Source: an optimization exercise on an open RTL-to-GDS flow (aim: small area). Production flows keep margins and buffers that such runs may drop. The RTL was checked by simulation tests, not by an equivalence proof against the original design. Power is estimated from default activity; no workload was simulated.

===== flow/standard.sh =====
#!/bin/bash
# synth_recipe.tcl (not shown) runs the flow's synth.tcl, then flattens the netlist and writes it again
# the make line also repeats each setting of config.mk as NAME=value (left out here)
make -C /OpenROAD-flow-scripts/flow DESIGN_CONFIG=/design/flow/config.mk WORK_HOME=/design/flow/orfs CLKGATE_MAP_FILE= SYNTH_SCRIPT=/design/flow/synth_recipe.tcl "${@:-finish}"

===== flow/flow/run.sh =====
#!/bin/bash
# Layout flow: the standard synthesis, then an area-oriented re-mapping of
# the combinational logic (registers kept as they are), then the standard
# floorplan-to-finish with small port buffers and a clock tree without dummy
# loads. Every tool writes its own log in this folder (ORFS steps also keep
# theirs under orfs/logs/).
set -uo pipefail
R=orfs/results/$FLOW_PLATFORM/tea_keypad_top/base
LIB=$FLOW_HOME/platforms/$FLOW_PLATFORM/lib/sky130_fd_sc_hd__tt_025C_1v80.lib

# 1. standard synthesis
bash standard.sh synth > synth.log 2>&1 || { echo "synthesis failed"; exit 1; }
cp $R/1_2_yosys.v std_netlist.v

# 2. re-map combinational logic for area; flip-flops stay black boxes
DONT_USE=$(sed -n '/DONT_USE_CELLS += /,/^$/p' $FLOW_HOME/platforms/$FLOW_PLATFORM/config.mk \
  | grep -o 'sky130_fd_sc_hd__[a-z0-9_]*' | sed 's/^/-dont_use /' | tr '\n' ' ')
sed -e "s#@LIB@#$LIB#g" -e "s#@DONT_USE@#$DONT_USE#g" flow/remap.ys.in > remap.ys
yosys -s remap.ys > remap.log 2>&1
ok=$?

# 3. prove the re-mapped netlist equal to the standard one; else keep the standard one
if [[ $ok -eq 0 ]]; then
  sed -e "s#@LIB@#$LIB#g" flow/equiv.ys.in > equiv.ys
  yosys -s equiv.ys > equiv.log 2>&1
  ok=$?
fi
if [[ $ok -eq 0 ]]; then
  grep -o 'sky130_fd_sc_hd__[a-z0-9_]*df[a-z0-9_]* [^ ]*' std_netlist.v | sort > regs_std.log
  grep -o 'sky130_fd_sc_hd__[a-z0-9_]*df[a-z0-9_]* [^ ]*' remap.v | sort > regs_remap.log
  cmp -s regs_std.log regs_remap.log || ok=1
fi
if [[ $ok -eq 0 ]]; then
  echo "using re-mapped netlist" > choice.log
  cp remap.v $R/1_2_yosys.v
  rm -f $R/1_synth.odb $R/1_synth.sdc
else
  echo "using standard netlist" > choice.log
fi

# 4. floorplan to finish
bash standard.sh \
  "BUFFER_PORTS_ARGS=-buffer_cell sky130_fd_sc_hd__buf_1" \
  "CTS_ARGS=-sink_clustering_enable -repair_clock_nets -dont_use_dummy_load -buf_list {sky130_fd_sc_hd__clkbuf_4 sky130_fd_sc_hd__clkbuf_8}" \
  finish > standard.log 2>&1

===== flow/flow/area.abc =====
strash
&get -n
&deepsyn -T 30
&put
dch -f
amap -m

===== flow/flow/equiv.ys.in =====
# combinational equivalence of the two netlists, registers matched by name
read_liberty -ignore_miss_func @LIB@
read_verilog std_netlist.v
rename tea_keypad_top gold
read_verilog remap.v
rename tea_keypad_top gate
hierarchy -check
flatten gold gate
rename -hide w:_*
rename -hide c:_*
opt_clean
equiv_make gold gate eq
hierarchy -top eq
equiv_simple -seq 2
equiv_induct
equiv_status -assert

===== flow/config.mk =====
export PLATFORM = sky130hd
export DESIGN_NAME = tea_keypad_top
export DESIGN_NICKNAME = tea_keypad_top
export VERILOG_FILES = /design/flow/design.v
export SDC_FILE = /design/flow/constraint.sdc
export NUM_CORES = 4
export LEC_CHECK = 0
export CAP_MARGIN = 20
export CORE_MARGIN = 2
export CORE_UTILIZATION = 40
export SLEW_MARGIN = 20

===== flow/flow/remap.ys.in =====
# cells as logic, except the sequential ones, which stay black boxes
read_liberty -ignore_miss_func @LIB@
blackbox sky130_fd_sc_hd__df* sky130_fd_sc_hd__edf* sky130_fd_sc_hd__sdf* sky130_fd_sc_hd__sedf* sky130_fd_sc_hd__dl*
read_verilog std_netlist.v
hierarchy -top tea_keypad_top
flatten
opt -purge
abc -script flow/area.abc -liberty @LIB@ @DONT_USE@
opt_clean -purge
hilomap -singleton -hicell sky130_fd_sc_hd__conb_1 HI -locell sky130_fd_sc_hd__conb_1 LO
insbuf -buf sky130_fd_sc_hd__buf_4 A X
splitnets
opt_clean -purge
tee -o remap_stat.log stat -liberty @LIB@
select tea_keypad_top
write_verilog -noattr -noexpr -nohex -nodec -selected remap.v

===== flow/design.v =====
`timescale 1ns/1ps
package tea_pkg;
	typedef logic [31:0] word_t;
	typedef logic [7:0] scan_code_t;
	typedef logic [2:0] field_idx_t;  
	typedef logic [6:0] seg_t;        
	localparam word_t TEA_DELTA = 32'h9E37_79B9;
	localparam word_t TEA_DEC_SUM = 32'hC6EF_3720;  
	localparam int TEA_ROUNDS = 32;
	localparam int NUM_FIELDS = 6;
	localparam scan_code_t SC_ENTER = 8'h5A;
	localparam scan_code_t SC_SPACE = 8'h29;
	localparam scan_code_t SC_BREAK = 8'hF0;
	localparam scan_code_t SC_ESC = 8'h76;
	localparam scan_code_t SC_ENC = 8'h24;  
	localparam scan_code_t SC_DEC = 8'h23;  
	localparam logic [79:0] SC_DIGIT = {  
		8'h46, 8'h3E, 8'h3D, 8'h36, 8'h2E,
		8'h25, 8'h26, 8'h1E, 8'h16, 8'h45
	};
endpackage
`timescale 1ns/1ps
`timescale 1ns/1ps
`timescale 1ns/1ps
`timescale 1ns/1ps
`timescale 1ns/1ps
`timescale 1ns/1ps
import tea_pkg::*;
module tea_keypad_top (
	input logic clk,
	input logic resetFlag,
	input logic [7:0] scan_code,
	input logic scan_valid,
	output logic [6:0] hex0,
	output logic [6:0] hex1,
	output logic [6:0] hex2,
	output logic [6:0] hex3,
	output logic [6:0] hex4,
	output logic [6:0] hex5,
	output logic [7:0] ledr
);
	localparam logic [2:0] ST_ENTRY = 3'd0, ST_LWAIT = 3'd1, ST_WAITE = 3'd2,
		ST_WAITD = 3'd3, ST_ENC = 3'd4, ST_ENC_GO = 3'd5, ST_DEC = 3'd6, ST_DEC_GO = 3'd7;
	logic after_break, space_down;
	logic [2:0] state;
	logic [3:0] op_v0, op_v1, k0, k1, k2, k3;  
	logic make, esc, kill;
	logic dig_valid;
	logic [3:0] dig;
	assign make = scan_valid && scan_code != SC_BREAK && !after_break;
	assign esc = make && scan_code == SC_ESC;
	assign kill = resetFlag || esc;
	always_comb begin
		dig_valid = 1'b0;
		dig = '0;
		for (int i = 0; i < 10; i++) begin
			if (scan_code == SC_DIGIT[8*i +: 8]) begin
				dig_valid = 1'b1;
				dig = 4'(i);
			end
		end
	end
	logic [3:0] bitcnt;
	logic [6:0] cnt;
	logic [5:0] rnd;
	logic half;
	logic [2:0] field;
	assign rnd = cnt[6:1];
	assign half = cnt[0] ^ dec;
	assign field = cnt[2:0];
	logic go;
	logic busy, dec, last_bit, end_rnd, done;
	assign go = state[2] && state[0];
	logic disp_zero;  
	assign disp_zero = cnt[3];
	assign busy = state[2];
	assign dec = state[2] && state[1];
	assign last_bit = bitcnt == 4'd15;
	assign end_rnd = dec ? cnt == 7'd1 : cnt == 7'd65;
	assign done = go && last_bit && end_rnd;
	logic wr;
	assign wr = scan_valid && state == ST_ENTRY && dig_valid;
	always_ff @(posedge clk) begin
		if (resetFlag)
			bitcnt <= '0;
		else
			bitcnt <= bitcnt + 4'd1;
	end
	always_ff @(posedge clk) begin
		if (kill) begin
			after_break <= 1'b0;
			space_down <= 1'b0;
		end else if (scan_valid) begin
			after_break <= scan_code == SC_BREAK;
			if (make)
				space_down <= scan_code == SC_SPACE;
		end
	end
	logic clr;
	logic [3:0] wdata;
	logic [5:0] fld_we;
	assign clr = kill || (done && dec);
	assign wdata = clr ? 4'd0 : dig;
	always_comb begin
		for (int f = 0; f < 6; f++)
			fld_we[f] = clr || (wr && field == 3'(f));
	end
	always_ff @(posedge clk) begin
		if (fld_we[2]) k0 <= wdata;
		if (fld_we[3]) k1 <= wdata;
		if (fld_we[4]) k2 <= wdata;
		if (fld_we[5]) k3 <= wdata;
	end
	logic fld_step;
	assign fld_step = scan_valid && state == ST_ENTRY && make && scan_code == SC_SPACE &&
		!space_down && field != 3'd5;
	always_ff @(posedge clk) begin
		if (kill) begin
			state <= ST_ENTRY;
			cnt <= 7'd8;  
		end else begin
			if (fld_step)
				cnt <= cnt + 7'd1;
			if (scan_valid) begin
				case (state)
					ST_ENTRY: if (scan_code == SC_ENTER) state <= ST_LWAIT;
					ST_LWAIT: if (scan_code != SC_ENTER) state <= scan_code == SC_ENC ? ST_ENC : ST_WAITE;
					ST_WAITE: if (scan_code == SC_ENC) state <= ST_ENC;
					ST_WAITD: if (scan_code == SC_DEC) state <= ST_DEC;
					default: ;
				endcase
				if ((state == ST_LWAIT || state == ST_WAITE) && scan_code == SC_ENC) begin
					cnt <= 7'd0;
				end
				if (state == ST_WAITD && scan_code == SC_DEC) begin
					cnt <= 7'd66;
				end
			end
			if (busy && last_bit) begin
				if (!go)
					state[0] <= 1'b1;
				else if (end_rnd) begin
					state <= dec ? ST_ENTRY : ST_WAITD;
					if (dec)
						cnt <= 7'd0;
				end else begin
					cnt <= dec ? cnt - 7'd1 : cnt + 7'd1;
				end
			end
		end
	end
	logic [31:0] v0q, v1q;
	logic init, nullp, khi;
	assign init = !dec && rnd == 6'd0;           
	assign nullp = dec && (rnd == 6'd0 || rnd == 6'd33);
	assign khi = cnt[0];                          
	logic [31:0] s_reg;
	logic [1:0] t_bits;
	logic [3:0] ka, kb;
	assign s_reg = v1q;
	assign t_bits = v0q[1:0];
	assign ka = khi ? k2 : k0;
	assign kb = khi ? k3 : k1;
	logic first;
	assign first = bitcnt == 4'd0;
	localparam logic [15:0] DELTA_EV = 16'b0110011111010101;
	localparam logic [15:0] DELTA_OD = 16'b1011010101101110;
	localparam logic [15:0] SHR_OK_EV = 16'b0011111111111111;  
	localparam logic [15:0] SHR_OK_OD = 16'b0001111111111111;
	logic lowc;  
	assign lowc = bitcnt[3:1] == 3'd0;
	logic [5:0] acc_q, acc;
	logic [7:0] xsum;
	logic [1:0] t_add;
	always_comb begin
		acc = first ? 6'd0 : acc_q;
		xsum = {2'b00, acc}
			+ (DELTA_EV[bitcnt] ? {2'b00, rnd} : 8'd0)
			+ (DELTA_OD[bitcnt] ? {1'b0, rnd, 1'b0} : 8'd0)
			+ {6'd0, s_reg[1:0]};
		t_add = xsum[1:0];
	end
	logic cb_q, ct_q;
	logic cb, ct;
	logic [1:0] t_new;
	always_comb begin
		logic shl, shr_s, kbb, mix;
		cb = first ? 1'b0 : cb_q;
		ct = first ? dec : ct_q;
		for (int l = 0; l < 2; l++) begin
			shl = lowc ? ka[{bitcnt[0], 1'(l)}] : v0q[28 + l];  
			shr_s = (l == 0 ? SHR_OK_EV[bitcnt] : SHR_OK_OD[bitcnt]) & s_reg[5 + l];
			kbb = lowc & kb[{bitcnt[0], 1'(l)}];
			mix = (shl ^ t_add[l] ^ shr_s ^ kbb ^ cb) & !nullp;
			cb = (shr_s & kbb) | (shr_s & cb) | (kbb & cb);
			mix = mix ^ dec;
			t_new[l] = t_bits[l] ^ mix ^ ct;
			ct = (t_bits[l] & mix) | (t_bits[l] & ct) | (mix & ct);
		end
	end
	logic dp_run;
	assign dp_run = go && !init;
	always_ff @(posedge clk) begin
		if (fld_we[0])
			acc_q[3:0] <= wdata;
		else if (dp_run)
			acc_q[3:0] <= xsum[5:2];
		if (fld_we[1])
			{acc_q[5:4], cb_q, ct_q} <= wdata;
		else if (dp_run)
			{acc_q[5:4], cb_q, ct_q} <= {xsum[7:6], cb, ct};
	end
	assign op_v0 = acc_q[3:0];
	assign op_v1 = {acc_q[5:4], cb_q, ct_q};
	logic [3:0] op;
	logic [1:0] v0_in, v1_in;
	assign op = half ? op_v1 : op_v0;
	assign v0_in = v1q[1:0];
	assign v1_in = !init ? t_new : bitcnt == 4'd0 ? op[1:0] : bitcnt == 4'd1 ? op[3:2] : 2'b00;
	logic en_lo;
	assign en_lo = go || disp_zero;
	always_ff @(posedge clk) begin
		if (go) begin
			v0q <= {v0_in, v0q[31:2]};
			v1q <= {v1_in, v1q[31:2]};
		end else begin
			v0q[31:16] <= {v0q[17:16], v0q[31:18]};
			v1q[31:16] <= {v1q[17:16], v1q[31:18]};
			if (en_lo) begin
				v0q[15:0] <= {2'b00, v0q[15:2]};
				v1q[15:0] <= {2'b00, v1q[15:2]};
			end
		end
	end
	function automatic logic [6:0] hex_seg(input logic [3:0] n);
		logic d, c, b, a;
		{d, c, b, a} = n;
		hex_seg[0] = (~d & ~c & ~b & a) | (~d & c & ~b & ~a) | (d & ~c & b & a) | (d & c & ~b & a);
		hex_seg[1] = (c & b & ~a) | (d & b & a) | (d & c & ~a) | (~d & c & ~b & a);
		hex_seg[2] = (d & c & ~a) | (d & c & b) | (~d & ~c & b & ~a);
		hex_seg[3] = (~c & ~b & a) | (~d & c & ~b & ~a) | (c & b & a) | (d & ~c & b & ~a);
		hex_seg[4] = (~d & a) | (~d & c & ~b) | (~c & ~b & a);
		hex_seg[5] = (~d & ~c & a) | (~d & ~c & b) | (~d & b & a) | (d & c & ~b & a);
		hex_seg[6] = (~d & ~c & ~b) | (~d & c & b & a) | (d & c & ~b & ~a);
	endfunction
	assign hex0 = hex_seg(v0q[3:0]);
	assign hex1 = hex_seg(v0q[7:4]);
	assign hex2 = hex_seg(v0q[11:8]);
	assign hex3 = hex_seg(v1q[3:0]);
	assign hex4 = hex_seg(v1q[7:4]);
	assign hex5 = hex_seg(v1q[11:8]);
	assign ledr = {v1q[15:12], v0q[15:12]};
endmodule

===== flow/constraint.sdc =====
create_clock -name core_clock -period 10.0 [get_ports {clk}]
set_input_delay 2.0000 -clock core_clock [delete_from_list [all_inputs] [get_ports {clk}]]
set_output_delay 2.0000 -clock core_clock [all_outputs]
set_load 0.01 [all_outputs]

==> run notes, run 1 <==
* Rows at just over 40
* Multi-input gate area at around 0.0021 mm^2
* IO Count at 61
* Slowest stage delay, CP at 0.57 ns
* Chip width at around 120 um
* TNS Setup at 0 ns
* FF/Latch Area at between 0.002 and 0.003 mm^2
* Post-Syn Area at around 0.0052 mm^2
* Die H at ~120 um
* RSZ-0062 raised after global routing: false
* Reg-to-reg slack, setup at approximately 5.2 ns
* Core Footprint at about 0.013 mm^2
* TritonRoute pass-1 iters at 5
* Sink Count at 104
* Routed wire per std cell at 14.0 um
* Post-Syn Nets at 637
* CTS resizes at 0
* Leak at 2.01 nW
* Grt total ovfl at 0
* Design Area, Final at 0.00572 mm^2
* Share of layout cells above drive strength 1 at 0.0174
* Hold Fails Final Rpt at 0
* CP endpoint kind: flip-flop
* Via density at roughly 5.3
* Port buffer count at 60
* Area grow syn2layout at 10.1%
* DP Area at roughly 0.0056 mm^2
* Min cycle time layout at about 5.3 ns
* Slowest cell on crit path: nor3_2
* Worst-path clk slew at between 0.1 and 0.15 ns
* Post-Route WL at 12000 um
* Largest net degree at the start of global routing at 33
* Fin. max-slew vios at 0
* Run status: complete, no violations
* Slew HR at 0.400
* CTS hold repair buffers at 0
* Post-DP HPWL at about 9400 um
* Cell mode on critical path: clkinv_1
* Antenna diodes at 0
* Post-CTS Setup Bufs at 0
* Commonest non-fill, non-tap cells in the layout: nor2_1, clkinv_1, buf_1
* Vias in the first global route at about 4300
* Mapped Cells at 626
* Clk Latency, worst-skew pair at 0.38 ns
* TritonCTS buffer count at 9
* Tightest Pin Transition at roughly 0.90 ns
* Final worst path period share at 0.528
* First-pass GRT wire length at roughly 20000 um
* Clock Tree Root: clkbuf_8
* Kind of critical path: in2reg
* Data required time of the critical path at ~10 ns
* CTS tree: built
* Startpoint Class: primary input
* Die area at 0.0139 mm^2
* Peak VDD IR at between 80 and 90 uV
* Syn_area_per_cell at slightly above 8 um^2
* Clock tree buffer depth at 2
* Total global-route track usage at 0.175
* Most common cell after layout, fill and taps aside: nor2_1
* Final setup fails at 0
* Critical-path cell list: buf_1 -> clkinv_1 -> nor4_1 -> a31oi_1 -> nor2b_1 -> a31oi_1 -> clkinv_1 -> a31oi_1 -> clkinv_1 -> nor3_2 -> nor3_1 -> o22ai_1 -> clkinv_1
* Power Density at 131 mW/mm^2
* Max FO, Critical Path at 8
* Htree depth at 3
* Initial antenna violation count at 0
* DRC at 0
* Ys Warns at 1
* Initial core utilization at 0.410
* Via count at 4606
* Number of nets in the layout at ~700
* Worst path arrival time at approximately 5.4 ns
* Hold WC Path Type: reg2reg
* Final Skew at 0.0339 ns
* Post-route antenna net violation count at 0
* DR iter-0 viols at approximately 300
* # fillers at 1243
* FMAX at 189 MHz
* Final GP Congestion at 0.867
* Max-cap violations at 0
[where the power goes]
part	leakage, nW	internal [mW]	switching, mW
registers	1.04	0.458	0.00676
clock network	0.0647	0.0809	0.120
logic	0.908	0.0282	0.0572
[layout make-up]
class | count | share of cell area
Sequential cell | 104 | 0.462
Multi-Input combinational cell | 419 | 0.375
Inverter | 95 | 0.0623
Timing Repair Buffer | 62 | 0.0416
Tap cell | 172 | 0.0376
Clock buffer | 9 | 0.0217
[per-layer routing]
layer | GRT usage | vias to the layer above | routed length, um
li1 | - | 2341 | -
met1 | 0.224 | 2092 | 5500
met2 | 0.295 | 151 | 5610
met3 | 0.0305 | 22 | 650
met4 | 0.0685 | 0 | 276
met5 | 0 | - | 0
[critical path, delay by kind of cell]
family          cells  cell delay (ns)
simple gates        4             1.28
buf+inv             5             0.97
compound gates      4             1.10
[state kept, by name, indices dropped and copies added (netlist names), 3 cells and up]
signal	cells
acc_q	6
bitcnt	4
cnt	7
k0	4
k1	4
k2	4
k3	4
state	3
v0q	32
v1q	32
[metrics by stage]
step	total power, mW	setup slack (ns)	hold WS [ns]	utilization	instances
3_5_place_dp	0.558	4.03	0.312	0.441	851
4_1_cts	0.756	4.41	0.310	0.450	860
3_3_place_gp	0.557	4.37	0.311	0.441	851
5_1_grt	0.785	4.15	0.312	0.451	861
6_report	0.751	4.72	0.310	0.451	861
2_1_floorplan	0.534	5.16	0.310	-	626
[path summary, 6_finish.rpt]
| check | cells after the start | start | to |
|---|---|---|---|
| max | 13 | scan_code[4] | k0[0] |
| min | 0 | v0q[20] | v0q[18] |
| max reg2reg | 24 | bitcnt[0] | v1q[31] |
| min reg2reg | 0 | v0q[20] | v0q[18] |
==> inputs of run 2 (changes only) <==
==> flow/flow/area.abc (replaced) <==
strash
&get -n
&deepsyn -T 30
&put
dch -f
amap
==> run notes, run 2 <==
* Antenna diodes at 0 (unchanged)
* Hold Fails Final Rpt at 0 (unchanged)
* Initial core utilization at 0.412 (+0.00197)
* Die H at 118 um (+0.23%)
* Post-route antenna net violation count at 0 (unchanged)
* Clk Latency, worst-skew pair at 0.38 ns (about the same)
* Clock Tree Root: clkbuf_8
* Tightest Pin Transition at 0.954 ns (+0.0574 ns)
* GR Util met3 at 0.0285 (-0.00205)
* First-pass GRT wire length at 20400 um (+3.2%)
* # fillers at 1289 (+3.7%)
* R2R depth at 20 (-17%)
* FF/Latch Area at 0.00264 mm^2 (unchanged)
* Worst flop-to-flop path startpoint: bitcnt[0]
* Total Power at 0.734 mW (-2.3%)
* GR peak layer: met2
* CP endpoint kind: flip-flop
* Hold WC Path Type: reg2reg
* Vias in the first global route at 4278 (+0.56%)
* Met2 Track Usage GR at 0.306 (+0.0106)
* DP Area at 0.00561 mm^2 (+0.45%)
* Post-Route WL at 12800 um (+6.0%)
* Max FO, Critical Path at 8 (unchanged)
* TritonCTS buffer count at 9 (unchanged)
* Die area at 0.0140 mm^2 (+0.47%)
* Max-cap violations at 0 (unchanged)
* Power Density at 128 mW/mm^2 (-2.5%)
* Kind of critical path: in2reg
* Routing usage on met1 at 0.229 (+0.00501)
* Total global-route track usage at 0.182 (+0.00657)
* Data required time of the critical path at 10.14 ns (+0.06 ns)
* IO Count at 61 (unchanged)
* Commonest non-fill, non-tap cells in the layout: nor2_1, clkinv_1, buf_1
* Htree depth at 3 (unchanged)
* CTS hold repair buffers at 0 (unchanged)
* TNS Setup at 0 ns (unchanged)
* Final GP Congestion at 0.890 (+2.7%)
* Post-Syn Nets at 635 (-0.31%)
* Mapped Cells at 624 (-0.32%)
* Startpoint Class: primary input
* Final worst path period share at 0.529 (+0.000802)
* Port buffer count at 60 (unchanged)
* Via density at 5.37 (+0.44%)
* Clock tree buffer depth at 2 (unchanged)
* Chip width at 118 um (+0.23%)
* Post-CTS Setup Bufs at 0 (unchanged)
* Routed wire per std cell at 14.9 um (+6.3%)
* DR iter-0 viols at 357 (+17%)
* Setup WS post-layout at 4.71 ns (-0.00802 ns)
* Hold slack at 0.308 ns (-0.00286 ns)
* Number of nets in the layout at 699 (-0.43%)
* Sink Count at 104 (unchanged)
* Slew HR at 0.355 (-0.0447)
* Most common cell after layout, fill and taps aside: nor2_1
* Post-DP HPWL at 10000 um (+7.0%)
* RSZ-0062 raised after global routing: false
* Syn_area_per_cell at 8.37 um^2 (+0.80%)
* Place WS at 4.05 ns (+0.0214 ns)
* Hold Path Cell Cnt at 0 (unchanged)
* Peak VDD IR at 50.6 uV (-38%)
* CTS tree: built
* Largest registers: v0q (32), v1q (32), cnt (7)
* Crit Reg-Reg Endpoint: acc_q[4]
* DRC at 0 (unchanged)
* FMAX at 189 MHz (-0.15%)
* Leak at 2.00 nW (-0.67%)
* Min cycle time layout at 5.29 ns (+0.00802 ns)
* Grt total ovfl at 0 (unchanged)
* Final setup fails at 0 (unchanged)
* Run status: complete, no violations
* Initial antenna violation count at 0 (unchanged)
* Worst-path clk slew at 0.10 ns (about the same)
* Worst path arrival time at 5.43 ns (+0.07 ns)
* Fin. max-slew vios at 0 (unchanged)
* Reg-to-reg slack, setup at 5.08 ns (-0.12 ns)
* Via count at 4610 (+0.087%)
* Worst hold endpoint: v1q[24]
* Multi-input gate area at 0.00217 mm^2 (+1.3%)
* Post-Syn Area at 0.00522 mm^2 (+0.48%)
* Hold_sp: v1q[26]
* CTS resizes at 0 (unchanged)
* TritonRoute pass-1 iters at 5 (unchanged)
* Share of layout cells above drive strength 1 at 0.0146 (-0.00284)
* Final Skew at 0.0283 ns (-0.00559 ns)
* Area grow syn2layout at 9.83%
* Ys Warns at 1 (unchanged)
* Design Area, Final at 0.00573 mm^2 (+0.26%)
* Rows at 41 (unchanged)
* Largest net degree at the start of global routing at 33 (unchanged)
* Core Footprint at 0.0127 mm^2 (unchanged)
-- run 2: changes by cell type in the layout (fill, tap and decap cells not counted), sizes merged, moves of 2 or more --
cell	delta
and2	+2
or2	+3
nor3	-4
o21ai	+2
o21a	+2
clkinv	-2
o22ai	-8
o32ai	+2
nor2	+3
o32a	+2
a21oi	-8
-- run 2: area by class of cell --
class	count	area share
clock buffers	9	0.0216
inverters	93	0.0609
multi-input cells	419	0.379
flip-flops and latches	104	0.461
well taps	172	0.0375
repair buffers	61	0.0406
-- run 2: report_power, final --
part	internal, mW	switching (mW)
combinational	0.0238	0.0495
clock	0.0808	0.119
sequential	0.455	0.00548
-- run 2: how the worst max path moves through the flow --
stage / endpoint / start / cells after the start
2_1_floorplan: cb_q / scan_code[4] / 11
3_5_place_dp: cb_q / scan_code[4] / 12
6_report: acc_q[0] / scan_code[5] / 12
5_1_grt: acc_q[0] / scan_code[4] / 12
4_1_cts: cb_q / scan_code[4] / 12
3_3_place_gp: cb_q / scan_code[4] / 12
-- run 2: layer usage --
layer	vias to the layer above	share of wire
li1	2332	-
met4	0	0.026
met5	-	0
met3	27	0.056
met2	166	0.47
met1	2085	0.45
-- run 2: critical path: stages --
cell      delay [ns]
buf_1           0.14
clkinv_1        0.16
nor4_1          0.42
a31oi_1         0.17
nor2b_1         0.18
a31oi_1         0.22
clkinv_1        0.16
a31oi_1         0.39
clkinv_1        0.36
nor3_1          0.71
o41ai_1         0.30
o32a_1          0.23
-- run 2: through the flow --
stage / utilization / std cells
floorplan: - / 624
detailed placement: 0.443 / 849
global route: 0.453 / 858
finish: 0.453 / 858
global placement: 0.443 / 849
CTS: 0.452 / 858
==> inputs of run 3 (changes only) <==
==> flow/flow/area.abc (replaced) <==
strash
&get -n
&deepsyn -T 30
&put
dch -f
amap -m
--- a/flow/config.mk
+++ b/flow/config.mk
@@ -7,5 +7,5 @@
 export LEC_CHECK = 0
 export CAP_MARGIN = 20
 export CORE_MARGIN = 2
-export CORE_UTILIZATION = 40
+export CORE_UTILIZATION = 60
 export SLEW_MARGIN = 20
==> run notes, run 3 <==
* CTS tree: built
* Grt total ovfl at 0 (unchanged)
* # fillers at 694 (-46%)
* Initial core utilization at 0.626 (+0.214)
* Die H at 97.1 um (-18%)
* Final Skew at 0.0212 ns (-0.00703 ns)
* Startpoint Class: primary input
* Total Power at 0.754 mW (+2.7%)
* Worst path arrival time at 5.55 ns (+0.12 ns)
* Psw at 0.187 mW (+7.3%)
* Post-route antenna net violation count at 0 (unchanged)
* FMAX at 183 MHz (-3.2%)
* Hold Fails Final Rpt at 0 (unchanged)
* Inst Count DP at 784 (-7.7%)
* Critical path origin: scan_code[5]
* Slowest stage delay, CP at 0.72 ns (about the same)
* Htree depth at 3 (unchanged)
* Final GP Congestion at 0.969 (+8.9%)
* Core Footprint at 0.00830 mm^2 (-35%)
* Post-Syn Nets at 637 (+0.31%)
* Mapped Cells at 626 (+0.32%)
* Design Area, Final at 0.00563 mm^2 (-1.9%)
* Peak VDD IR at 62.3 uV (+23%)
* Ys Warns at 1 (unchanged)
* Post-Syn Area at 0.00520 mm^2 (-0.48%)
* Final worst path period share at 0.546 (+0.0174)
* Slew HR at 0.431 (+0.0760)
* Kind of critical path: in2reg
* Die area at 0.00942 mm^2 (-33%)
* Commonest non-fill, non-tap cells in the layout: nor2_1, clkinv_1, buf_1
* Final setup fails at 0 (unchanged)
* Clock Tree Root: clkbuf_8
* Slowest cell on crit path: nor3_1
* Worst flop-to-flop path startpoint: bitcnt[0]
* Hold_sp: v1q[31]
* Post-CTS Setup Bufs at 0 (unchanged)
* Chip width at 97.1 um (-18%)
* Combinational power share at 0.115 (+0.015)
* Via density at 5.80 (+8.0%)
* Sink Count at 104 (unchanged)
* Cell mode on critical path: clkinv_1
* Post-DP HPWL at 9300 um (-7.2%)
* Largest net degree at the start of global routing at 33 (unchanged)
* Clk Latency, worst-skew pair at 0.36 ns (-0.02 ns)
* Clock tree buffer depth at 2 (unchanged)
* Initial antenna violation count at 0 (unchanged)
* Rows at 33 (-20%)
* Fin. max-slew vios at 0 (unchanged)
* Number of nets in the layout at 701 (+0.29%)
* TritonRoute pass-1 iters at 5 (unchanged)
* Power Density at 134 mW/mm^2 (+4.7%)
* DR iter-0 viols at 368 (+3.1%)
* Layout Cells excl Fill at 793 (-7.6%)
* Largest registers: v0q (32), v1q (32), cnt (7)
* Via count at 4601 (-0.20%)
* Worst-path clk slew at 0.09 ns (about the same)
* Syn_area_per_cell at 8.30 um^2 (-0.80%)
* Max FO, Critical Path at 8 (unchanged)
* IO Count at 61 (unchanged)
* Tightest Pin Transition at 0.846 ns (-0.109 ns)
* Seq pwr share at 0.616 (-0.011)
* CP endpoint kind: flip-flop
* TritonCTS buffer count at 9 (unchanged)
* Switching share of total power at 0.248 (+0.0105)
* DRC at 0 (unchanged)
* Port buffer count at 60 (unchanged)
* Max-cap violations at 0 (unchanged)
* Leak at 2.00 nW (+0.42%)
* Share of layout cells above drive strength 1 at 0.0145 (-0.0000424)
* Critical-path cell list: buf_1 -> clkinv_1 -> nor4_1 -> a31oi_1 -> nor2b_1 -> a31oi_1 -> clkinv_1 -> a31oi_1 -> clkinv_1 -> nor3_1 -> nor3_1 -> o22ai_1 -> clkinv_1
* TNS Setup at 0 ns (unchanged)
* Internal Pwr Total at 0.567 mW (+1.3%)
* Data required time of the critical path at 10.09 ns (-0.05 ns)
* Antenna diodes at 0 (unchanged)
* CTS resizes at 0 (unchanged)
* Most common cell after layout, fill and taps aside: nor2_1
* Clk pwr share at 0.269 (-0.004)
* DP Area at 0.00550 mm^2 (-1.9%)
* RSZ-0062 raised after global routing: false
* Min cycle time layout at 5.46 ns (+0.174 ns)
* Post-Route WL at 11900 um (-6.5%)
* CTS hold repair buffers at 0 (unchanged)
* Hold WC Path Type: reg2reg
* Total global-route track usage at 0.260 (+0.0777)
* First-pass GRT wire length at 19700 um (-3.6%)
* Routed wire per std cell at 15.1 um (+1.2%)
* Area grow syn2layout at 8.26%
* Core Util, Final at 0.678 (+0.225)
* Run status: complete, no violations
* Vias in the first global route at 4188 (-2.1%)
-- run 3: changes by cell type in the layout (fill, tap and decap cells not counted), moves of 2 or more --
cell      before  now
and2_0         2    0
nor2_1       141  138
clkinv_1      93   95
a21oi_1       34   42
o21a_1        12   10
o21ai_0       51   49
o32a_1         2    0
nor3_1        17   21
o22ai_1       21   29
o32ai_1       10    8
or2_0         10    7
-- run 3: per-stage QoR --
| step | worst slack [ns] | hold WS, ns |
|---|---|---|
| after CTS | 4.60 | 0.308 |
| after detailed placement | 4.20 | 0.312 |
| after global routing | 4.04 | 0.308 |
| final | 4.54 | 0.308 |
| after global placement | 4.43 | 0.311 |
| after floorplan | 5.16 | 0.310 |
-- run 3: area by class of cell --
cell class | instances | area (um^2) | share of cell area
multi-input cells | 419 | 2140 | 0.380
inverters | 95 | 357 | 0.0634
well taps | 105 | 131 | 0.0234
clock buffers | 9 | 124 | 0.0220
repair buffers | 61 | 233 | 0.0414
flip-flops and latches | 104 | 2640 | 0.470
-- run 3: critical path: cells and delay by family --
family / cells / cell delay, ns
buffers and inverters: 5 / 0.97
AND/OR/NAND/NOR: 4 / 1.45
AO/OA/AOI/OAI: 4 / 1.11
-- run 3: power groups by stage --
stage / logic, mW / registers (mW) / clock network [mW]
after floorplan: 0.0628 / 0.472 / 0
after global placement: 0.0813 / 0.474 / 0
after detailed placement: 0.0840 / 0.474 / 0
after CTS: 0.0846 / 0.464 / 0.209
after global routing: 0.0984 / 0.465 / 0.222
final: 0.0867 / 0.464 / 0.203
-- run 3: metal layers --
metal	vias up	global-route usage	share of wire
met5	-	0	0
met4	0	0.0758	0.016
met3	18	0.0489	0.056
met2	134	0.412	0.46
met1	2116	0.366	0.47
li1	2333	-	-
-- run 3: path summary, 6_finish.rpt --
check	depth (start not counted)	endpoint	slack [ns]
setup / recovery	13	k1[0]	4.54
hold / removal	0	v1q[29]	0.31
setup reg to reg	20	acc_q[4]	4.87
hold reg to reg	0	v1q[29]	0.31
==> inputs of run 4 (changes only) <==
--- a/flow/design.v
+++ b/flow/design.v
@@ -114,13 +114,23 @@
 	logic fld_step;
 	assign fld_step = scan_valid && state == ST_ENTRY && make && scan_code == SC_SPACE &&
 		!space_down && field != 3'd5;
+	logic start_enc, start_dec;
+	assign start_enc = scan_valid && (state == ST_LWAIT || state == ST_WAITE) && scan_code == SC_ENC;
+	assign start_dec = scan_valid && state == ST_WAITD && scan_code == SC_DEC;
+	always_ff @(posedge clk) begin
+		if (kill)
+			cnt <= 7'd8;  
+		else if (start_enc)
+			cnt <= 7'd0;
+		else if (start_dec)
+			cnt <= 7'd66;
+		else if (fld_step || (go && last_bit))
+			cnt <= cnt + {{6{dec}}, 1'b1};
+	end
 	always_ff @(posedge clk) begin
 		if (kill) begin
 			state <= ST_ENTRY;
-			cnt <= 7'd8;  
 		end else begin
-			if (fld_step)
-				cnt <= cnt + 7'd1;
 			if (scan_valid) begin
 				case (state)
 					ST_ENTRY: if (scan_code == SC_ENTER) state <= ST_LWAIT;
@@ -129,23 +139,12 @@
 					ST_WAITD: if (scan_code == SC_DEC) state <= ST_DEC;
 					default: ;
 				endcase
-				if ((state == ST_LWAIT || state == ST_WAITE) && scan_code == SC_ENC) begin
-					cnt <= 7'd0;
-				end
-				if (state == ST_WAITD && scan_code == SC_DEC) begin
-					cnt <= 7'd66;
-				end
 			end
 			if (busy && last_bit) begin
 				if (!go)
 					state[0] <= 1'b1;
-				else if (end_rnd) begin
+				else if (end_rnd)
 					state <= dec ? ST_ENTRY : ST_WAITD;
-					if (dec)
-						cnt <= 7'd0;
-				end else begin
-					cnt <= dec ? cnt - 7'd1 : cnt + 7'd1;
-				end
 			end
 		end
 	end
--- a/flow/config.mk
+++ b/flow/config.mk
@@ -7,5 +7,5 @@
 export LEC_CHECK = 0
 export CAP_MARGIN = 20
 export CORE_MARGIN = 2
-export CORE_UTILIZATION = 60
+export CORE_UTILIZATION = 70
 export SLEW_MARGIN = 20
==> run notes, run 4 <==
* Run status: complete, no violations
* First-pass GRT wire length at 20500 um (+4.0%)
* Syn_area_per_cell at 8.51 um^2 (+2.5%)
* Multi-input gate area at 0.00219 mm^2 (+2.6%)
* Number of nets in the layout at 684 (-2.4%)
* Kind of critical path: in2reg
* Htree depth at 3 (unchanged)
* Final Skew at 0.0248 ns (+0.00354 ns)
* Rows at 31 (-6.1%)
* Met3 wire length at 810 um (+21%)
* Core Footprint at 0.00721 mm^2 (-13%)
* Psw at 0.175 mW (-6.6%)
* Sink Count at 104 (unchanged)
* Ys Warns at 1 (unchanged)
* Met2 WL at 6270 um (+14%)
* Share of layout cells above drive strength 1 at 0.0149 (+0.000368)
* Setup WS post-layout at 5.17 ns (+0.631 ns)
* CTS resizes at 0 (unchanged)
* Via density at 6.25 (+7.7%)
* Mapped Cells at 609 (-2.7%)
* Fin. max-slew vios at 0 (unchanged)
* Min cycle time layout at 4.83 ns (-0.631 ns)
* Grt total ovfl at 0 (unchanged)
* Power Density at 131 mW/mm^2 (-2.0%)
* Post-Syn Nets at 620 (-2.7%)
* Hold Fails Final Rpt at 0 (unchanged)
* Routed wire per std cell at 15.9 um (+5.8%)
* Top sig layer: met4
* Largest registers: v0q (32), v1q (32), cnt (7)
* Clock tree buffer depth at 2 (unchanged)
* Die H at 90.0 um (-7.2%)
* Peak VDD IR at 80.6 uV (+29%)
* CTS hold repair buffers at 0 (unchanged)
* TritonCTS buffer count at 9 (unchanged)
* Final setup fails at 0 (unchanged)
* Hold WC Path Type: reg2reg
* Worst-path clk slew at 0.08 ns (about the same)
* Initial antenna violation count at 0 (unchanged)
* Worst path arrival time at 5.03 ns (-0.52 ns)
* Largest net degree at the start of global routing at 33 (unchanged)
* Clock Tree Root: clkbuf_8
* Max FO, Critical Path at 7 (-1)
* Combinational power share at 0.099 (-0.016)
* CP endpoint kind: flip-flop
* Chip width at 90.0 um (-7.2%)
* Total global-route track usage at 0.310 (+0.0503)
* Slew HR at 0.369 (-0.0620)
* Commonest non-fill, non-tap cells in the layout: nor2_1, clkinv_1, o21ai_0
* FMAX at 207 MHz (+13%)
* Die area at 0.00811 mm^2 (-14%)
* Clk Latency, worst-skew pair at 0.36 ns (about the same)
* DR iter-0 viols at 363 (-1.4%)
* Antenna diodes at 0 (unchanged)
* Final worst path period share at 0.483 (-0.0631)
* TNS Setup at 0 ns (unchanged)
* Max-cap violations at 0 (unchanged)
* Data required time of the critical path at 10.20 ns (+0.11 ns)
* TritonRoute pass-1 iters at 5 (unchanged)
* DRC at 0 (unchanged)
* Post-route antenna net violation count at 0 (unchanged)
* Startpoint Class: primary input
* Area grow syn2layout at 8.11%
* Post-CTS Setup Bufs at 0 (unchanged)
* RSZ-0062 raised after global routing: false
* Seq pwr share at 0.628 (+0.012)
* Final GP Congestion at 0.958 (-1.2%)
* Post-DP HPWL at 9260 um (-0.33%)
* Tightest Pin Transition at 0.936 ns (+0.0904 ns)
* Initial core utilization at 0.718 (+0.0922)
* Leak at 1.89 nW (-5.6%)
* Clk pwr share at 0.273 (+0.004)
* Vias in the first global route at 4443 (+6.1%)
* FF/Latch Area at 0.00264 mm^2 (unchanged)
* Place WS at 4.84 ns (+0.643 ns)
* Internal Pwr Total at 0.561 mW (-1.0%)
* Post-Route WL at 12300 um (+2.7%)
* Post-Syn Area at 0.00518 mm^2 (-0.26%)
* CTS tree: built
* IO Count at 61 (unchanged)
* Via count at 4812 (+4.6%)
* # fillers at 522 (-25%)
* Port buffer count at 60 (unchanged)
* Most common cell after layout, fill and taps aside: nor2_1
* Met1 Wirelength at 4900 um (-13%)
* Switching share of total power at 0.237 (-0.0107)
## run 4: area by class of cell
class                      count  area share
timing repair buffer          61      0.0415
sequential                   104       0.472
multi-input combinational    421       0.392
clock buffer                   9      0.0221
tap                           99      0.0221
inverter                      76      0.0509
## run 4: worst paths after layout
check                           depth (start not counted)          from  slack (ns)       end
worst max-delay path                                   13  scan_code[4]        5.17  acc_q[3]
worst min-delay path                                    0       v0q[24]        0.32   v0q[22]
worst max register to register                         20     bitcnt[0]        5.43  acc_q[4]
worst min register to register                          0       v0q[24]        0.32   v0q[22]
## run 4: power by group through the flow
stage	logic [mW]	clock network [mW]	registers, mW
2_1_floorplan	0.0535	0	0.469
3_3_place_gp	0.0676	0	0.471
3_5_place_dp	0.0703	0	0.471
4_1_cts	0.0711	0.203	0.461
5_1_grt	0.0823	0.222	0.463
6_report	0.0729	0.201	0.462
## run 4: worst max-delay path, stage by stage
cell	delay [ns]
buf_1	0.17
clkinv_1	0.12
nor2_1	0.15
clkinv_1	0.09
o41ai_1	0.44
nor2_1	0.11
a21oi_1	0.18
clkinv_1	0.16
a21oi_1	0.34
clkinv_1	0.28
nor4_1	0.61
clkinv_1	0.21
o21ai_0	0.17
## run 4: through the flow
| stage | power (mW) | util | cells | hold slack [ns] | instance area [um^2] |
|---|---|---|---|---|---|
| 2_1_floorplan | 0.523 | - | 609 | 0.310 | 5180 |
| 5_1_grt | 0.767 | 0.777 | 770 | 0.326 | 5600 |
| 4_1_cts | 0.735 | 0.777 | 770 | 0.320 | 5600 |
| 3_3_place_gp | 0.538 | 0.759 | 761 | 0.310 | 5480 |
| 6_report | 0.736 | 0.777 | 770 | 0.319 | 5600 |
| 3_5_place_dp | 0.542 | 0.759 | 761 | 0.313 | 5480 |
## run 4: metal layers
metal / GRT usage / up-vias
li1: - / 2326
met1: 0.375 / 2260
met2: 0.553 / 200
met3: 0.0562 / 26
met4: 0.114 / 0
met5: 0 / -
==> inputs of run 5 (changes only) <==
--- a/flow/config.mk
+++ b/flow/config.mk
@@ -7,5 +7,5 @@
 export LEC_CHECK = 0
 export CAP_MARGIN = 20
 export CORE_MARGIN = 2
-export CORE_UTILIZATION = 70
+export CORE_UTILIZATION = 40
 export SLEW_MARGIN = 20
==> run notes, run 5 <==
* Final worst path period share at 0.499 (+0.0157)
* DRC at 0 (unchanged)
* Place WS at 4.70 ns (-0.145 ns)
* Slowest cell on crit path: nor4_1
* Min cycle time layout at 4.99 ns (+0.157 ns)
* R2R depth at 20 (unchanged)
* Stages on worst setup path at 13 (unchanged)
* CTS resizes at 0 (unchanged)
* Critical path origin: scan_code[6]
* Share of layout cells above drive strength 1 at 0.0149 (unchanged)
* Commonest non-fill, non-tap cells in the layout: nor2_1, clkinv_1, o21ai_0
* Leak at 1.89 nW (unchanged)
* Max FO, Critical Path at 7 (unchanged)
* Clk Latency, worst-skew pair at 0.38 ns (+0.02 ns)
* Setup WS post-layout at 5.01 ns (-0.157 ns)
* Initial antenna violation count at 0 (unchanged)
* Design Area, Final at 0.00569 mm^2 (+1.6%)
* Worst flop-to-flop path startpoint: bitcnt[0]
* Chip width at 118 um (+31%)
* Post-Syn Nets at 620 (unchanged)
* Total global-route track usage at 0.175 (-0.135)
* Core Util, Final at 0.451 (-0.325)
* Clock tree buffer depth at 2 (unchanged)
* Tightest Pin Transition at 0.806 ns (-0.130 ns)
* Sink Count at 104 (unchanged)
* Final Skew at 0.0291 ns (+0.00431 ns)
* TritonRoute pass-1 iters at 5 (unchanged)
* Post-CTS Setup Bufs at 0 (unchanged)
* Grt total ovfl at 0 (unchanged)
* Final setup fails at 0 (unchanged)
* DR iter-0 viols at 300 (-17%)
* DP Area at 0.00557 mm^2 (+1.7%)
* Post-DP HPWL at 9170 um (-1.0%)
* Rows at 41 (+32%)
* Port buffer count at 60 (unchanged)
* Inst Count DP at 834 (+9.6%)
* IO Count at 61 (unchanged)
* Fin. max-slew vios at 0 (unchanged)
* Hold Path Cell Cnt at 0 (unchanged)
* Delay-heaviest family, CP: compound AO/OA/AOI/OAI gates
* Worst path arrival time at 5.19 ns (+0.16 ns)
* Syn_area_per_cell at 8.51 um^2 (unchanged)
* Startpoint Class: primary input
* Number of nets in the layout at 684 (unchanged)
* Max-cap violations at 0 (unchanged)
* Post-Route WL at 12000 um (-2.3%)
* Clock Tree Root: clkbuf_8
* Largest net degree at the start of global routing at 33 (unchanged)
* # fillers at 1244 (+140%)
* Hold WC Path Type: reg2reg
* Hold Fails Final Rpt at 0 (unchanged)
* Kind of critical path: in2reg
* Via count at 4695 (-2.4%)
* Hold slack at 0.305 ns (-0.0144 ns)
* CP endpoint kind: flip-flop
* Cell mode on critical path: clkinv_1
* Initial core utilization at 0.411 (-0.308)
* CTS hold repair buffers at 0 (unchanged)
* Routed wire per std cell at 14.2 um (-11%)
* Ys Warns at 1 (unchanged)
* Die H at 118 um (+31%)
* Via density at 5.57 (-11%)
* First-pass GRT wire length at 19800 um (-3.2%)
* Slew HR at 0.457 (+0.0876)
* Worst-path clk slew at 0.10 ns (+0.02 ns)
* RSZ-0062 raised after global routing: false
* Antenna diodes at 0 (unchanged)
* Final GP Congestion at 0.870 (-9.2%)
* Slowest stage delay, CP at 0.65 ns (+0.04 ns)
* Vias in the first global route at 4234 (-4.7%)
* Hold_sp: v0q[25]
* TritonCTS buffer count at 9 (unchanged)
* Post-route antenna net violation count at 0 (unchanged)
* Power Density at 129 mW/mm^2 (-1.7%)
* Run status: complete, no violations
* Die area at 0.0139 mm^2 (+71%)
* Peak VDD IR at 64.6 uV (-20%)
* Data required time of the critical path at 10.20 ns (about the same)
* Most common cell after layout, fill and taps aside: nor2_1
* Largest registers: v0q (32), v1q (32), cnt (7)
* Post-Syn Area at 0.00518 mm^2 (unchanged)
* Htree depth at 3 (unchanged)
* Crit path buf inv count at 6 (unchanged)
* TNS Setup at 0 ns (unchanged)
* Area grow syn2layout at 9.87%
* Mapped Cells at 609 (unchanged)
* Critical-path cell list: buf_1 -> clkinv_1 -> nor2_1 -> clkinv_1 -> o41ai_1 -> nor2_1 -> a21oi_1 -> clkinv_1 -> a21oi_1 -> clkinv_1 -> nor4_1 -> clkinv_1 -> o21ai_0
* Total Power at 0.735 mW (about the same)
* Layout Cells excl Fill at 843 (+9.5%)
* FMAX at 200 MHz (-3.1%)
* Core Footprint at 0.0126 mm^2 (+75%)
* CTS tree: built
==> run 5: layout make-up <==
type,count,area [um^2],share of cell area
clock buffers,9,124,0.0218
repair buffers,61,233,0.0409
multi-input cells,421,2190,0.385
well taps,172,215,0.0378
flip-flops and latches,104,2640,0.464
inverters,76,285,0.0501
==> run 5: layer usage <==
metal / GRT usage / share of wire / up-vias
li1: - / - / 2330
met5: 0 / 0 / -
met1: 0.228 / 0.47 / 2149
met4: 0.0745 / 0.027 / 0
met3: 0.0373 / 0.051 / 37
met2: 0.280 / 0.45 / 179
==> run 5: final timing paths <==
path	endpoint	slack, ns
max	acc_q[3]	5.01
min	v0q[23]	0.30
max reg2reg	acc_q[4]	5.53
min reg2reg	v0q[23]	0.30
==> run 5: power by group <==
part           total [mW]  internal [mW]  switching (mW)
Combinational      0.0727         0.0242          0.0486
Sequential          0.462          0.456         0.00603
Clock               0.201         0.0808           0.120
==> run 5: worst reg2reg max path, delay by kind of cell (launching register included) <==
kind                   cells  cell delay, ns
AOI/OAI and AO/OA          8            1.63
DFF                        1            0.67
and+or+nand+nor           11            1.63
buffers and inverters      1            0.29

==> static timing again, ports no longer ideal <==
How much do the figures lean on ideal ports? The routed layouts below were timed once more, with nothing changed but the port constraints.
Step 1: set_driving_cell puts a clkbuf_16 on clk and a buf_2 on each other input, an assumption about the parent block.
Step 2 times the ports against the registers' clock, not the clock port: input delays grow and output delays shrink by t, the midpoint of the rising clock arrivals with the driver on.
a / b / c = ideal / step 1 / step 2; a / b = the first two.
run | t, ns | slack for setup (ns) | hold slack, ns
run 1 | 0.394 | 4.718 / 4.730 / 4.336 | 0.310 / 0.310 / 0.310
run 2 | 0.400 | 4.710 / 4.719 / 4.319 | 0.308 / 0.308 / 0.308
run 3 | 0.383 | 4.537 / 4.548 / 4.165 | 0.308 / 0.308 / 0.308
run 4 | 0.382 | 5.168 / 5.175 / 4.794 | 0.319 / 0.319 / 0.319
run 5 | 0.402 | 5.012 / 4.993 / 4.590 | 0.305 / 0.305 / 0.305
After both steps every run listed still meets setup and hold. The setup slack of run 5, which loses most, moves by -0.019 ns with the drivers and by -0.422 ns with both steps.
